From an optimization exercise on the open Yosys and OpenROAD flow, aimed at small area; shortcuts taken in it are not production practice. Only simulation tests tie the RTL to the original design; equivalence was not proved. The clock port is modelled as an ideal driver; clocking choices that lean on that would not hold on a real chip. No activity file was given, so power comes from the tool's default toggle rates.

==> module entrySequencer, before the edit <==
module entrySequencer (
  input  logic       clk,
  input  logic       resetn,
  input  logic       go,
  input  logic [1:0] opIn,
  output logic       shift,
  output logic       compute,
  output logic [1:0] op,
  output logic [4:0] led
);
  localparam logic [3:0] stLoad     = 4'b0000;
  localparam logic [3:0] stLoadNext = 4'b0001;
  localparam logic [3:0] stLoadWait = 4'b0010;
  localparam logic [3:0] stOp       = 4'b0011;
  localparam logic [1:0] stOpWait   = 2'b10;
  localparam logic [1:0] stCompute  = 2'b11;
  logic [3:0] state;
  logic [3:0] nextState;
  logic [4:0] ledCnt;
  logic       inLoad;
  logic       lastSlot;
  assign inLoad = (state == stLoad) || (state == stLoadNext);
  assign lastSlot = ledCnt[4] & ledCnt[0];
  always_comb begin
    nextState = state;
    case (state[3:2])
      2'b00: begin
        case (state[1:0])
          2'b00, 2'b01: nextState = go ? stLoadWait : stLoad;
          2'b10: if (!go) nextState = lastSlot ? stOp : stLoadNext;
          default: if (go) nextState = {stOpWait, opIn};
        endcase
      end
      stOpWait: if (!go) nextState = {stCompute, state[1:0]};
      default: nextState = stLoadNext;
    endcase
  end
  always_ff @(posedge clk) begin
    if (!resetn) begin
      state <= stLoad;
      ledCnt <= '0;
    end else begin
      state <= nextState;
      if (state == stLoadNext) begin
        ledCnt <= lastSlot ? 5'd0 : ledCnt + 5'd1;
      end
    end
  end
  assign shift = inLoad & go;
  assign compute = (state[3:2] == stCompute);
  assign op = state[1:0];
  assign led = ledCnt;
endmodule
==> module operandStore, before the edit <==
module operandStore (
  input  logic        clk,
  input  logic [2:0]  dataIn,
  input  logic        shift,
  output logic [53:0] chain
);
  always_ff @(posedge clk) begin
    if (shift) begin
      chain <= {chain[50:0], dataIn};
    end
  end
endmodule
==> module matrixCalcTop, before the edit <==
module matrixCalcTop (
  input  logic       clk,
  input  logic       resetn,
  input  logic       go,
  input  logic [2:0] dataIn,
  input  logic [1:0] opIn,
  input  logic [1:0] rowSel,
  output logic [9:0] led,
  output logic [6:0] hex0,
  output logic [6:0] hex1,
  output logic [6:0] hex2,
  output logic [6:0] hex3,
  output logic [6:0] hex4,
  output logic [6:0] hex5
);
  logic        shift;
  logic        compute;
  logic [4:0]  slotLed;
  logic [53:0] chain;
  logic [1:0]  op;
  logic [26:0] matA;
  logic [26:0] matB;
  logic [1:0]  opHeld;
  logic        valid;
  entrySequencer sequencer (
    .clk     (clk),
    .resetn  (resetn),
    .go      (go),
    .opIn    (opIn),
    .shift   (shift),
    .compute (compute),
    .op      (op),
    .led     (slotLed)
  );
  operandStore store (
    .clk    (clk),
    .dataIn (dataIn),
    .shift  (shift),
    .chain  (chain)
  );
  matrixAlu alu (
    .clk     (clk),
    .resetn  (resetn),
    .chain   (chain),
    .op      (op),
    .compute (compute),
    .matA    (matA),
    .matB    (matB),
    .opHeld  (opHeld),
    .valid   (valid)
  );
  resultDisplay display (
    .matA   (matA),
    .matB   (matB),
    .op     (opHeld),
    .valid  (valid),
    .rowSel (rowSel),
    .hex0   (hex0),
    .hex1   (hex1),
    .hex2   (hex2),
    .hex3   (hex3),
    .hex4   (hex4),
    .hex5   (hex5)
  );
  assign led = {5'd0, slotLed};
endmodule
export LEC_CHECK = 0
export CAP_MARGIN = 20
export CORE_MARGIN = 2
export CORE_UTILIZATION = 40
export SLEW_MARGIN = 20
create_clock -name core_clock -period 20.0 [get_ports {clk}]
standard.sh (not shown) runs the stock make flow with config.mk's settings and CLKGATE_MAP_FILE= SYNTH_SCRIPT=/design/flow/synth_recipe.tcl, a recipe that flattens the netlist after the stock synthesis.
==> flow/flow/run.sh <==
#!/bin/bash
# Own layout flow: the standard ORFS flow, with
#  - synthesis: the standard script, but without the fa/ha adder-cell extraction and
#    with a deeper area-oriented ABC script (flow/abc_area_deep.script)
#  - port buffers of the smallest buffer cell
#  - a clock tree built by hand before CTS (flow/clock_tree.tcl): two levels of
#    small buffers over balanced groups of registers; CTS then adds nothing
# Each tool's output goes to a log file in this folder (make.log, def.log) and
# ORFS's own per-step logs under orfs/logs/.
set -euo pipefail
HERE=$(pwd)
FL=$HERE/flow

SEEDS="0 1 2 3 4 5"
# synthesis script: the standard flow's, with abc given our script. ABC's deep synthesis is
# randomised; it is run with several seeds and the smallest mapping is kept.
{
  head -n 1 synth_recipe.tcl
  cat <<TCL
proc abc {args} {
  set i [lsearch -exact \$args -script]
  if { \$i < 0 } { yosys abc {*}\$args; return }
  set f [open $FL/abc_area_deep.script]; set text [read \$f]; close \$f
  set lib [lindex \$::env(LIB_FILES) 0]
  design -save before_abc
  set best ""
  foreach seed {$SEEDS} {
    design -load before_abc
    set script $HERE/abc_seed\$seed.script
    set f [open \$script w]; puts -nonewline \$f [string map [list SEED \$seed] \$text]; close \$f
    lset args [expr {\$i + 1}] \$script
    yosys abc {*}\$args
    regexp {Chip area for module [^:]*: ([0-9.]+)} [tee -q -s result.string stat -liberty \$lib] -> area
    puts "abc seed \$seed: area \$area"
    if { \$best eq "" || \$area < \$best } { set best \$area; design -save best_abc }
  }
  design -load best_abc
  puts "abc: kept area \$best"
}
TCL
  tail -n +2 synth_recipe.tcl
} > my_synth.tcl

# the make line of standard.sh, with our settings
MAKELINE=$(grep '^make ' standard.sh)
MAKELINE=${MAKELINE% \"\$\{@:-finish\}\"}
MAKELINE=$(echo "$MAKELINE" | sed "s#SYNTH_SCRIPT=[^ ]*#SYNTH_SCRIPT=$HERE/my_synth.tcl#")
CTS="-sink_clustering_enable -repair_clock_nets -dont_use_dummy_load -buf_list sky130_fd_sc_hd__clkbuf_4 -sink_clustering_size 30 -sink_clustering_max_diameter 100"
export PRE_CTS_TCL=$FL/clock_tree.tcl
EXTRA=""
if [[ -f $FL/extra_vars.txt ]]; then EXTRA=$(grep -v '^#' $FL/extra_vars.txt | tr '\n' ' '); fi
eval "$MAKELINE" ADDER_MAP_FILE= $EXTRA \
  "MIN_BUF_CELL_AND_PORTS=\"sky130_fd_sc_hd__buf_1 A X\"" \
  "BUFFER_PORTS_ARGS=\"-buffer_cell sky130_fd_sc_hd__buf_1\"" \
  "CTS_ARGS=\"$CTS\"" \
  finish > make.log 2>&1

# final DEF, as standard.sh writes it
ODB=$(grep -o '[^ ]*6_final.odb' standard.sh | head -1)
: # left out here: write the final layout as DEF
Other scripts of this flow, unchanged in this note and not shown: flow/flow/abc_area_deep.script, flow/flow/clock_tree.tcl
Edit:
--- a/flow/design.v
+++ b/flow/design.v
@@ -1,40 +1,36 @@
 module entrySequencer (
   input  logic       clk,
   input  logic       resetn,
   input  logic       go,
-  input  logic [1:0] opIn,
   output logic       shift,
+  output logic       loadOp,
   output logic       compute,
-  output logic [1:0] op,
   output logic [4:0] led
 );
-  localparam logic [3:0] stLoad     = 4'b0000;
-  localparam logic [3:0] stLoadNext = 4'b0001;
-  localparam logic [3:0] stLoadWait = 4'b0010;
-  localparam logic [3:0] stOp       = 4'b0011;
-  localparam logic [1:0] stOpWait   = 2'b10;
-  localparam logic [1:0] stCompute  = 2'b11;
-  logic [3:0] state;
-  logic [3:0] nextState;
+  localparam logic [2:0] stLoad     = 3'd0;
+  localparam logic [2:0] stLoadNext = 3'd1;
+  localparam logic [2:0] stLoadWait = 3'd2;
+  localparam logic [2:0] stOp       = 3'd4;
+  localparam logic [2:0] stOpWait   = 3'd5;
+  localparam logic [2:0] stCompute  = 3'd6;
+  logic [2:0] state;
+  logic [2:0] nextState;
   logic [4:0] ledCnt;
   logic       inLoad;
   logic       lastSlot;
   assign inLoad = (state == stLoad) || (state == stLoadNext);
   assign lastSlot = ledCnt[4] & ledCnt[0];
   always_comb begin
     nextState = state;
-    case (state[3:2])
-      2'b00: begin
-        case (state[1:0])
-          2'b00, 2'b01: nextState = go ? stLoadWait : stLoad;
-          2'b10: if (!go) nextState = lastSlot ? stOp : stLoadNext;
-          default: if (go) nextState = {stOpWait, opIn};
-        endcase
-      end
-      stOpWait: if (!go) nextState = {stCompute, state[1:0]};
-      default: nextState = stLoadNext;
+    case (state)
+      stLoad, stLoadNext: nextState = go ? stLoadWait : stLoad;
+      stLoadWait: if (!go) nextState = lastSlot ? stOp : stLoadNext;
+      stOp:       if (go) nextState = stOpWait;
+      stOpWait:   if (!go) nextState = stCompute;
+      stCompute:  nextState = stLoadNext;
+      default:    nextState = stLoad;
     endcase
   end
   always_ff @(posedge clk) begin
     if (!resetn) begin
       state <= stLoad;
@@ -45,25 +41,33 @@
         ledCnt <= lastSlot ? 5'd0 : ledCnt + 5'd1;
       end
     end
   end
   assign shift = inLoad & go;
-  assign compute = (state[3:2] == stCompute);
-  assign op = state[1:0];
+  assign loadOp = (state == stOp);
+  assign compute = (state == stCompute);
   assign led = ledCnt;
 endmodule
 module operandStore (
   input  logic        clk,
   input  logic [2:0]  dataIn,
+  input  logic [1:0]  opIn,
   input  logic        shift,
-  output logic [53:0] chain
+  input  logic        loadOp,
+  output logic [53:0] chain,
+  output logic [1:0]  op
 );
   always_ff @(posedge clk) begin
     if (shift) begin
       chain <= {chain[50:0], dataIn};
     end
   end
+  always_ff @(posedge clk) begin
+    if (loadOp) begin
+      op <= opIn;
+    end
+  end
 endmodule
 module matrixAlu (
   input  logic        clk,
   input  logic        resetn,
   input  logic [53:0] chain,
@@ -348,10 +352,11 @@
   output logic [6:0] hex3,
   output logic [6:0] hex4,
   output logic [6:0] hex5
 );
   logic        shift;
+  logic        loadOp;
   logic        compute;
   logic [4:0]  slotLed;
   logic [53:0] chain;
   logic [1:0]  op;
   logic [26:0] matA;
@@ -360,21 +365,23 @@
   logic        valid;
   entrySequencer sequencer (
     .clk     (clk),
     .resetn  (resetn),
     .go      (go),
-    .opIn    (opIn),
     .shift   (shift),
+    .loadOp  (loadOp),
     .compute (compute),
-    .op      (op),
     .led     (slotLed)
   );
   operandStore store (
     .clk    (clk),
     .dataIn (dataIn),
+    .opIn   (opIn),
     .shift  (shift),
-    .chain  (chain)
+    .loadOp (loadOp),
+    .chain  (chain),
+    .op     (op)
   );
   matrixAlu alu (
     .clk     (clk),
     .resetn  (resetn),
     .chain   (chain),
Total power is higher by 0.33%.
Sequential power barely changes.
Flip-flop and latch count grows by 1.
Wire length climbs by 0.74%.
Sequential share of layout area grows by 0.51 points.
Worst setup slack improves by 0.36 ns.
Hold slack stays flat.
Utilization barely changes.
Combinational power came out higher by 31%.

afterwards: timing with drivers on the ports:
In the flow no input, the clock included, has a driving cell. The finished layouts below were timed again as built, in two steps. Step 1: set_driving_cell puts a clkbuf_16 on clk and a buf_2 on each other input, an assumption about the parent block. Step 2 moves the port delays by t, midway between the first and last clock arrival at a register: inputs arrive t later, outputs are due t later. That takes back most of the time a late clock gives input paths. a / b / c = no drivers / after step 1 / after step 2; a / b = the first two.
run | t (ns) | setup slack, ns | worst register clock-pin slew, ns
the first run | 0.476 | 5.662 / 5.638 / 5.638 | 0.11 / 0.11
the second run | 0.465 | 6.026 / 6.005 / 6.005 | 0.11 / 0.11
After both steps every run listed still meets setup and hold. The setup slack of the first run, which loses most, moves by -0.024 ns with the drivers and by -0.024 ns with both steps.
